This design comes from an exercise in tuning for small area, a short achievable clock period and few clock cycles on the open sky130 flow, not from production work.
Where RTL was checked, it was by simulation tests only, not by an equivalence proof against the original.
Power is estimated from default activity; no workload was simulated.

==> run a: inputs <==
==> flow/design.v <==
package txdma_pkg;
    typedef logic [31:0] desc_t;         
    typedef logic [31:0] addr_t;         
    typedef logic [31:0] data_t;         
    typedef logic [7:0]  byte_t;         
    typedef logic [6:0]  bd_index_t;     
    typedef logic [8:0]  tx_status_t;    
    localparam int BIT_READY  = 15;      
    localparam int BIT_IRQ    = 14;      
    localparam int BIT_WRAP   = 13;      
    localparam int BIT_PAD    = 12;
    localparam int BIT_CRC    = 11;
    localparam tx_status_t STAT_ERR_MASK = 9'h10F;
endpackage
module eth_txdma #(
    parameter int DEPTH = 8                       
) (
    input  logic                  clk,
    input  logic                  reset,
    input  logic                  tx_en,
    input  txdma_pkg::bd_index_t  max_tx_bd,
    input  logic                  bd_wait,
    input  txdma_pkg::desc_t      bd_desc,
    input  txdma_pkg::addr_t      bd_ptr,
    input  txdma_pkg::tx_status_t tx_stat,
    input  logic                  tx_stat_valid,
    output logic                  bd_read,
    output logic                  bd_write,
    output txdma_pkg::bd_index_t  bd_index,
    output txdma_pkg::desc_t      bd_writedata,
    output logic                  tx_stat_ack,
    output logic                  per_packet_pad,
    output logic                  per_packet_crc,
    output logic                  txb_irq,
    output logic                  txe_irq,
    input  logic                  av_waitrequest,
    input  txdma_pkg::data_t      av_readdata,
    input  logic                  av_readdatavalid,
    output logic                  av_read,
    output txdma_pkg::addr_t      av_address,
    input  logic                  tx_ack,
    output txdma_pkg::byte_t      tx_data,
    output logic                  tx_dv,
    output logic                  tx_sop,
    output logic                  tx_eop
);
    localparam int FIFO_AW = $clog2(DEPTH);
    logic        st_rd;                  
    logic        st_dma;                 
    logic        st_wr;                  
    logic [15:0] len;                    
    logic [5:0]  flags;                  
    txdma_pkg::tx_status_t stat;
    logic        take;
    logic        wr_ok;
    logic        stat_err;
    assign bd_read     = st_rd;
    assign bd_write    = st_wr;
    assign take        = st_rd & ~bd_wait & bd_desc[txdma_pkg::BIT_READY];
    assign wr_ok       = st_wr & ~bd_wait;
    assign stat_err    = |(stat & txdma_pkg::STAT_ERR_MASK);
    assign bd_writedata   = {len, 1'b0, flags, stat};
    assign per_packet_pad = flags[txdma_pkg::BIT_PAD - 9];
    assign per_packet_crc = flags[txdma_pkg::BIT_CRC - 9];
    always_ff @(posedge clk or posedge reset) begin
        if (reset) begin
            st_rd       <= 1'b0;
            st_dma      <= 1'b0;
            st_wr       <= 1'b0;
            tx_stat_ack <= 1'b0;
            txb_irq     <= 1'b0;
            txe_irq     <= 1'b0;
            bd_index    <= '0;
        end else begin
            tx_stat_ack <= st_dma & tx_stat_valid & ~tx_stat_ack;
            txb_irq     <= wr_ok & flags[txdma_pkg::BIT_IRQ - 9] & ~stat_err;
            txe_irq     <= wr_ok & flags[txdma_pkg::BIT_IRQ - 9] & stat_err;
            if (tx_en & ~st_rd & ~st_dma & ~st_wr) begin
                st_rd <= 1'b1;
            end
            if (take) begin
                st_rd  <= 1'b0;
                st_dma <= 1'b1;
            end
            if (tx_stat_ack) begin
                st_dma <= 1'b0;
                st_wr  <= 1'b1;
            end
            if (wr_ok) begin
                st_wr <= 1'b0;
                st_rd <= 1'b1;
                if (flags[txdma_pkg::BIT_WRAP - 9] || bd_index == max_tx_bd) begin
                    bd_index <= '0;
                end else begin
                    bd_index <= bd_index + 7'd1;
                end
            end
        end
    end
    always_ff @(posedge clk) begin
        if (take) begin
            len   <= bd_desc[31:16];
            flags <= bd_desc[14:9];
        end
        if (tx_stat_ack) begin
            stat <= tx_stat;
        end
    end
    logic [29:0]        addr;            
    logic [13:0]        icnt;            
    logic               itail;           
    logic [FIFO_AW:0]   occ;             
    logic               rd_ok;
    logic               pop;
    assign av_read    = st_dma & ((|icnt) | itail) & (occ != DEPTH[FIFO_AW:0]);
    assign av_address = {addr, 2'b00};
    assign rd_ok      = av_read & ~av_waitrequest;
    always_ff @(posedge clk or posedge reset) begin
        if (reset) begin
            occ <= '0;
        end else if (rd_ok & ~pop) begin
            occ <= occ + 1'b1;
        end else if (pop & ~rd_ok) begin
            occ <= occ - 1'b1;
        end
    end
    always_ff @(posedge clk) begin
        if (take) begin
            addr  <= bd_ptr[31:2];
            icnt  <= bd_desc[31:18];
            itail <= |bd_desc[17:16];
        end else if (rd_ok) begin
            addr <= addr + 30'd1;
            if (|icnt) icnt <= icnt - 14'd1;
            else       itail <= 1'b0;
        end
    end
    txdma_pkg::data_t  mem [DEPTH];
    logic [FIFO_AW-1:0] wptr;
    logic [FIFO_AW-1:0] rptr;
    logic               wlap;            
    logic               rlap;
    logic               empty;
    txdma_pkg::data_t   head;
    assign empty = (wptr == rptr) & (wlap == rlap);
    assign head  = mem[rptr];
    always_ff @(posedge clk or posedge reset) begin
        if (reset) begin
            wptr <= '0;
            rptr <= '0;
            wlap <= 1'b0;
            rlap <= 1'b0;
        end else begin
            if (av_readdatavalid) begin
                if (wptr == FIFO_AW'(DEPTH - 1)) begin
                    wptr <= '0;
                    wlap <= ~wlap;
                end else begin
                    wptr <= wptr + 1'b1;
                end
            end
            if (pop) begin
                if (rptr == FIFO_AW'(DEPTH - 1)) begin
                    rptr <= '0;
                    rlap <= ~rlap;
                end else begin
                    rptr <= rptr + 1'b1;
                end
            end
        end
    end
    always_ff @(posedge clk) begin
        if (av_readdatavalid) mem[wptr] <= av_readdata;
    end
    logic [15:0] rem;                    
    logic [1:0]  lane;
    logic        first;
    logic        avail;
    logic        load;
    assign lane  = len[1:0] - rem[1:0];
    assign avail = st_dma & ~empty & (|rem);
    assign load  = avail & (~tx_dv | tx_ack);
    assign pop   = load & ((lane == 2'd3) | (rem == 16'd1));
    always_ff @(posedge clk or posedge reset) begin
        if (reset) begin
            tx_dv <= 1'b0;
        end else if (~tx_dv | tx_ack) begin
            tx_dv <= avail;
        end
    end
    always_ff @(posedge clk) begin
        if (take) begin
            rem   <= bd_desc[31:16];
            first <= 1'b1;
        end else if (load) begin
            rem   <= rem - 16'd1;
            first <= 1'b0;
        end
        if (load) begin
            tx_data <= head[{lane, 3'b000} +: 8];
            tx_sop  <= first;
            tx_eop  <= (rem == 16'd1);
        end
    end
endmodule
==> flow/run.sh <==
#!/bin/bash
# synth_recipe.tcl (not shown) runs the flow's synth.tcl, then flattens the netlist and writes it again
# the make line also repeats each setting of config.mk as NAME=value (left out here)
make -C /OpenROAD-flow-scripts/flow DESIGN_CONFIG=/design/flow/config.mk WORK_HOME=/design/flow/orfs CLKGATE_MAP_FILE= SYNTH_SCRIPT=/design/flow/synth_recipe.tcl finish
==> flow/config.mk <==
export PLATFORM = sky130hd
export DESIGN_NAME = eth_txdma
export DESIGN_NICKNAME = eth_txdma
export VERILOG_FILES = /design/flow/design.v
export SDC_FILE = /design/flow/constraint.sdc
export NUM_CORES = 4
export LEC_CHECK = 0
export CAP_MARGIN = 20
export CORE_MARGIN = 2
export CORE_UTILIZATION = 45
export SLEW_MARGIN = 20
==> flow/constraint.sdc <==
create_clock -name core_clock -period 5.0 [get_ports {clk}]
set_input_delay 1.0000 -clock core_clock [delete_from_list [all_inputs] [get_ports {clk}]]
set_output_delay 1.0000 -clock core_clock [all_outputs]
set_load 0.01 [all_outputs]
==> inputs of run b, as changes to run a <==
==> flow/design.v, changed modules only <==
module eth_txdma (
    input  logic                  clk,
    input  logic                  reset,
    input  logic                  tx_en,
    input  txdma_pkg::bd_index_t  max_tx_bd,
    input  logic                  bd_wait,
    input  txdma_pkg::desc_t      bd_desc,
    input  txdma_pkg::addr_t      bd_ptr,
    input  txdma_pkg::tx_status_t tx_stat,
    input  logic                  tx_stat_valid,
    output logic                  bd_read,
    output logic                  bd_write,
    output txdma_pkg::bd_index_t  bd_index,
    output txdma_pkg::desc_t      bd_writedata,
    output logic                  tx_stat_ack,
    output logic                  per_packet_pad,
    output logic                  per_packet_crc,
    output logic                  txb_irq,
    output logic                  txe_irq,
    input  logic                  av_waitrequest,
    input  txdma_pkg::data_t      av_readdata,
    input  logic                  av_readdatavalid,
    output logic                  av_read,
    output txdma_pkg::addr_t      av_address,
    input  logic                  tx_ack,
    output txdma_pkg::byte_t      tx_data,
    output logic                  tx_dv,
    output logic                  tx_sop,
    output logic                  tx_eop
);
    localparam int DEPTH   = 7;                  
    localparam int FIFO_AW = 3;                  
    logic        st_rd;                  
    logic        st_dma;                 
    logic        st_wr;                  
    logic [15:0] len;                    
    logic [5:0]  flags;                  
    txdma_pkg::tx_status_t stat;         
    logic        take;
    logic        wr_ok;
    logic        stat_err;
    assign bd_read     = st_rd;
    assign bd_write    = st_wr;
    assign take        = st_rd & ~bd_wait & bd_desc[txdma_pkg::BIT_READY];
    assign wr_ok       = st_wr & ~bd_wait;
    assign stat_err    = |(stat & txdma_pkg::STAT_ERR_MASK);
    assign bd_writedata   = {len, 1'b0, flags, stat};
    assign per_packet_pad = flags[txdma_pkg::BIT_PAD - 9];
    assign per_packet_crc = flags[txdma_pkg::BIT_CRC - 9];
    always_ff @(posedge clk or posedge reset) begin
        if (reset) begin
            st_rd       <= 1'b0;
            st_dma      <= 1'b0;
            st_wr       <= 1'b0;
            tx_stat_ack <= 1'b0;
            txb_irq     <= 1'b0;
            txe_irq     <= 1'b0;
            bd_index    <= '0;
        end else begin
            tx_stat_ack <= st_dma & tx_stat_valid & ~tx_stat_ack;
            txb_irq     <= wr_ok & flags[txdma_pkg::BIT_IRQ - 9] & ~stat_err;
            txe_irq     <= wr_ok & flags[txdma_pkg::BIT_IRQ - 9] & stat_err;
            if (tx_en & ~st_rd & ~st_dma & ~st_wr) begin
                st_rd <= 1'b1;
            end
            if (take) begin
                st_rd  <= 1'b0;
                st_dma <= 1'b1;
            end
            if (tx_stat_ack) begin
                st_dma <= 1'b0;
                st_wr  <= 1'b1;
            end
            if (wr_ok) begin
                st_wr <= 1'b0;
                st_rd <= 1'b1;
                if (flags[txdma_pkg::BIT_WRAP - 9] || bd_index == max_tx_bd) begin
                    bd_index <= '0;
                end else begin
                    bd_index <= bd_index + 7'd1;
                end
            end
        end
    end
    always_ff @(posedge clk) begin
        if (take) begin
            len   <= bd_desc[31:16];
            flags <= bd_desc[14:9];
        end
    end
    logic [29:0]        addr;            
    logic [13:0]        wcnt;            
    logic               more;            
    logic               more_nx;         
    logic [2:0]         occ;             
    logic               full_nx;         
    logic               rd_ok;
    logic               pop;
    assign av_address = {addr, 2'b00};
    assign rd_ok      = av_read & ~av_waitrequest;
    assign more_nx    = more & ((|wcnt[13:1]) | (wcnt[0] & (|len[1:0])) | ~rd_ok);
    assign full_nx    = ((occ == 3'(DEPTH)) & ~(pop & ~rd_ok)) | ((occ == 3'(DEPTH - 1)) & rd_ok & ~pop);
    always_ff @(posedge clk or posedge reset) begin
        if (reset) begin
            occ     <= '0;
            av_read <= 1'b0;
            more    <= 1'b0;
        end else begin
            av_read <= take | (st_dma & more_nx & ~full_nx);
            more    <= take | more_nx;
            if (rd_ok & ~pop) begin
                occ <= occ + 3'd1;
            end else if (pop & ~rd_ok) begin
                occ <= occ - 3'd1;
            end
        end
    end
    always_ff @(posedge clk) begin
        if (take) begin
            addr <= bd_ptr[31:2];
            wcnt <= bd_desc[31:18];
        end else if (rd_ok) begin
            addr <= addr + 30'd1;
            wcnt <= wcnt - 14'd1;
        end else if (tx_stat_ack) begin
            wcnt[8:0] <= tx_stat;
        end
    end
    assign stat = wcnt[8:0];
    txdma_pkg::data_t   mem [DEPTH];
    logic [FIFO_AW-1:0] wptr;
    logic [DEPTH-1:0]   rsel;            
    txdma_pkg::data_t   head;
    logic [2:0]         stored;          
    always_ff @(posedge clk or posedge reset) begin
        if (reset) begin
            wptr   <= '0;
            rsel   <= DEPTH'(1);
            stored <= '0;
        end else begin
            if (av_readdatavalid) begin
                wptr <= (wptr == FIFO_AW'(DEPTH - 1)) ? '0 : wptr + 1'b1;
            end
            if (pop) begin
                rsel <= {rsel[DEPTH-2:0], rsel[DEPTH-1]};
            end
            if (av_readdatavalid & ~pop) begin
                stored <= stored + 3'd1;
            end else if (pop & ~av_readdatavalid) begin
                stored <= stored - 3'd1;
            end
        end
    end
    always_ff @(posedge clk) begin
        if (av_readdatavalid) mem[wptr] <= av_readdata;
    end
    always_comb begin
        head = '0;
        for (int i = 0; i < DEPTH; i++) begin
            head = head | (mem[i] & {32{rsel[i]}});
        end
    end
    logic [31:0] cw;                     
    logic [1:0]  lane;                   
    logic        cw_final;               
    logic        first;                  
    logic        final_w;                
    logic        shift;
    assign tx_data = cw[7:0];
    assign final_w = ~more & (occ == 3'd1);
    assign shift   = tx_dv & tx_ack & ~tx_eop & (lane != 2'd3);
    assign pop     = (|stored) & (~tx_dv | (tx_ack & (lane == 2'd3)));
    always_ff @(posedge clk or posedge reset) begin
        if (reset) begin
            tx_dv <= 1'b0;
        end else if (pop) begin
            tx_dv <= 1'b1;
        end else if (tx_ack & (tx_eop | (lane == 2'd3))) begin
            tx_dv <= 1'b0;
        end
    end
    always_ff @(posedge clk) begin
        if (take) begin
            first <= 1'b1;
        end else if (pop) begin
            first <= 1'b0;
        end
        if (pop) begin
            cw       <= head;
            lane     <= 2'd0;
            cw_final <= final_w;
            tx_sop   <= first;
            tx_eop   <= final_w & (len[1:0] == 2'd1);
        end else if (shift) begin
            cw[23:0] <= cw[31:8];
            lane     <= lane + 2'd1;
            tx_sop   <= 1'b0;
            tx_eop   <= cw_final & (lane == len[1:0] - 2'd2);
        end
    end
endmodule
==> flow/flow/run.sh (new file) <==
#!/bin/bash
# Standard layout, with plain buffers (not delay cells) on the ports: a
# size-4 buffer on each output (the flow's own buffer_ports call) and a
# size-2 buffer on each input (added before placement repair).
set -euo pipefail
export BUFFER_PORTS_ARGS="-outputs -buffer_cell sky130_fd_sc_hd__buf_4"
export PRE_RESIZE_TCL="$PWD/flow/buffer_inputs.tcl"
bash standard.sh finish > standard.log 2>&1
==> flow/flow/buffer_inputs.tcl (new file) <==
# Buffer the input ports; the flow's own buffer_ports call buffered the outputs.
buffer_ports -inputs -buffer_cell sky130_fd_sc_hd__buf_2
==> flow/standard.sh (new file) <==
#!/bin/bash
# synth_recipe.tcl (not shown) runs the flow's synth.tcl, then flattens the netlist and writes it again
# the make line also repeats each setting of config.mk as NAME=value (left out here)
make -C /OpenROAD-flow-scripts/flow DESIGN_CONFIG=/design/flow/config.mk WORK_HOME=/design/flow/orfs CLKGATE_MAP_FILE= SYNTH_SCRIPT=/design/flow/synth_recipe.tcl "${@:-finish}"
--- a/flow/config.mk
+++ b/flow/config.mk
@@ -7,5 +7,10 @@
 export LEC_CHECK = 0
+export ABC_CLOCK_PERIOD_IN_PS = 2200
 export CAP_MARGIN = 20
 export CORE_MARGIN = 2
-export CORE_UTILIZATION = 45
+export CORE_UTILIZATION = 65
+export CTS_CLUSTER_DIAMETER = 100
+export CTS_CLUSTER_SIZE = 26
+export PLACE_DENSITY = 0.72
+export SETUP_SLACK_MARGIN = 2.8
 export SLEW_MARGIN = 20
removed: flow/run.sh
==> qor summary <==
quantity                                                                                       run b        run a
Status                                                              no timing/DRC/antenna violations  no timing/DRC/antenna violations
Arrival time reported for the critical path endpoint                                         1.18 ns      2.81 ns
H-tree levels                                                                                      1            2
Transition time at the pin with the least slew margin                                        1.05 ns      1.01 ns
Peak fanout along the critical path                                                                4            5
Worst rel slew slack                                                                           29.6%        32.8%
Largest net degree at the start of global routing                                                 54           67
Core area                                                                                0.0218 mm^2  0.0354 mm^2
Post-detail-place hpwl                                                                      18700 um     21400 um
Hold path endpoint                                                                             first       tx_sop
Top cell type's share of synthesized area                                                      68.0%        66.9%
Total number of vias                                                                            9038         8942
Largest stage delay on the critical path                                                     0.48 ns      0.54 ns
Critical register-to-register path startpoint                                                addr[0]       rem[0]
Number of different library cells in the post-synthesis netlist                                   52           56
Unrepaired setup endpoints after global routing                                                 true        false
Final Wtd Congestion                                                                           0.802        0.774
First-pass detailed-route iteration total                                                          7            5
Final Power                                                                                  7.93 mW      10.8 mW
Well tap count                                                                                   280          461
Fraction of area in clock buffers and inverters                                                3.02%        5.97%
Leakage Power                                                                                5.88 nW      6.53 nW
Clock transition at the register clock pins on the worst setup and hold paths after CTS      0.10 ns      0.06 ns
Area after DPL                                                                           0.0158 mm^2  0.0186 mm^2
Testbench counts of run b, summed over its fixed seeds: cycles 204,684.
No functional check of the RTL was part of run a.

-- re-timing with driven ports --
In the flow no input, the clock included, has a driving cell. The finished layouts below were timed again as built, in two steps.
Step 1 sets driving cells, clkbuf_16 on the clock port and buf_2 on the other inputs (assumed; they add their load-dependent delay and slew).
Step 2 times the ports against the registers' clock, not the clock port: input delays grow and output delays shrink by t, the midpoint of the rising clock arrivals with the driver on.
Slacks: no drivers / after step 1 / after step 2; pairs: no drivers / after step 1.
run | t, ns | setup WS [ns] | worst setup path after step 2 | pins driven straight from the clock port
run a | 0.584 | 1.189 / 1.137 / 1.397 | input to register | 1
run b | 0.558 | 2.818 / 2.771 / 2.410 | input to register | 1
After both steps setup and hold are still met in every run listed. The setup slack of run b, which loses most, moves by -0.047 ns with the drivers and by -0.408 ns with both steps.
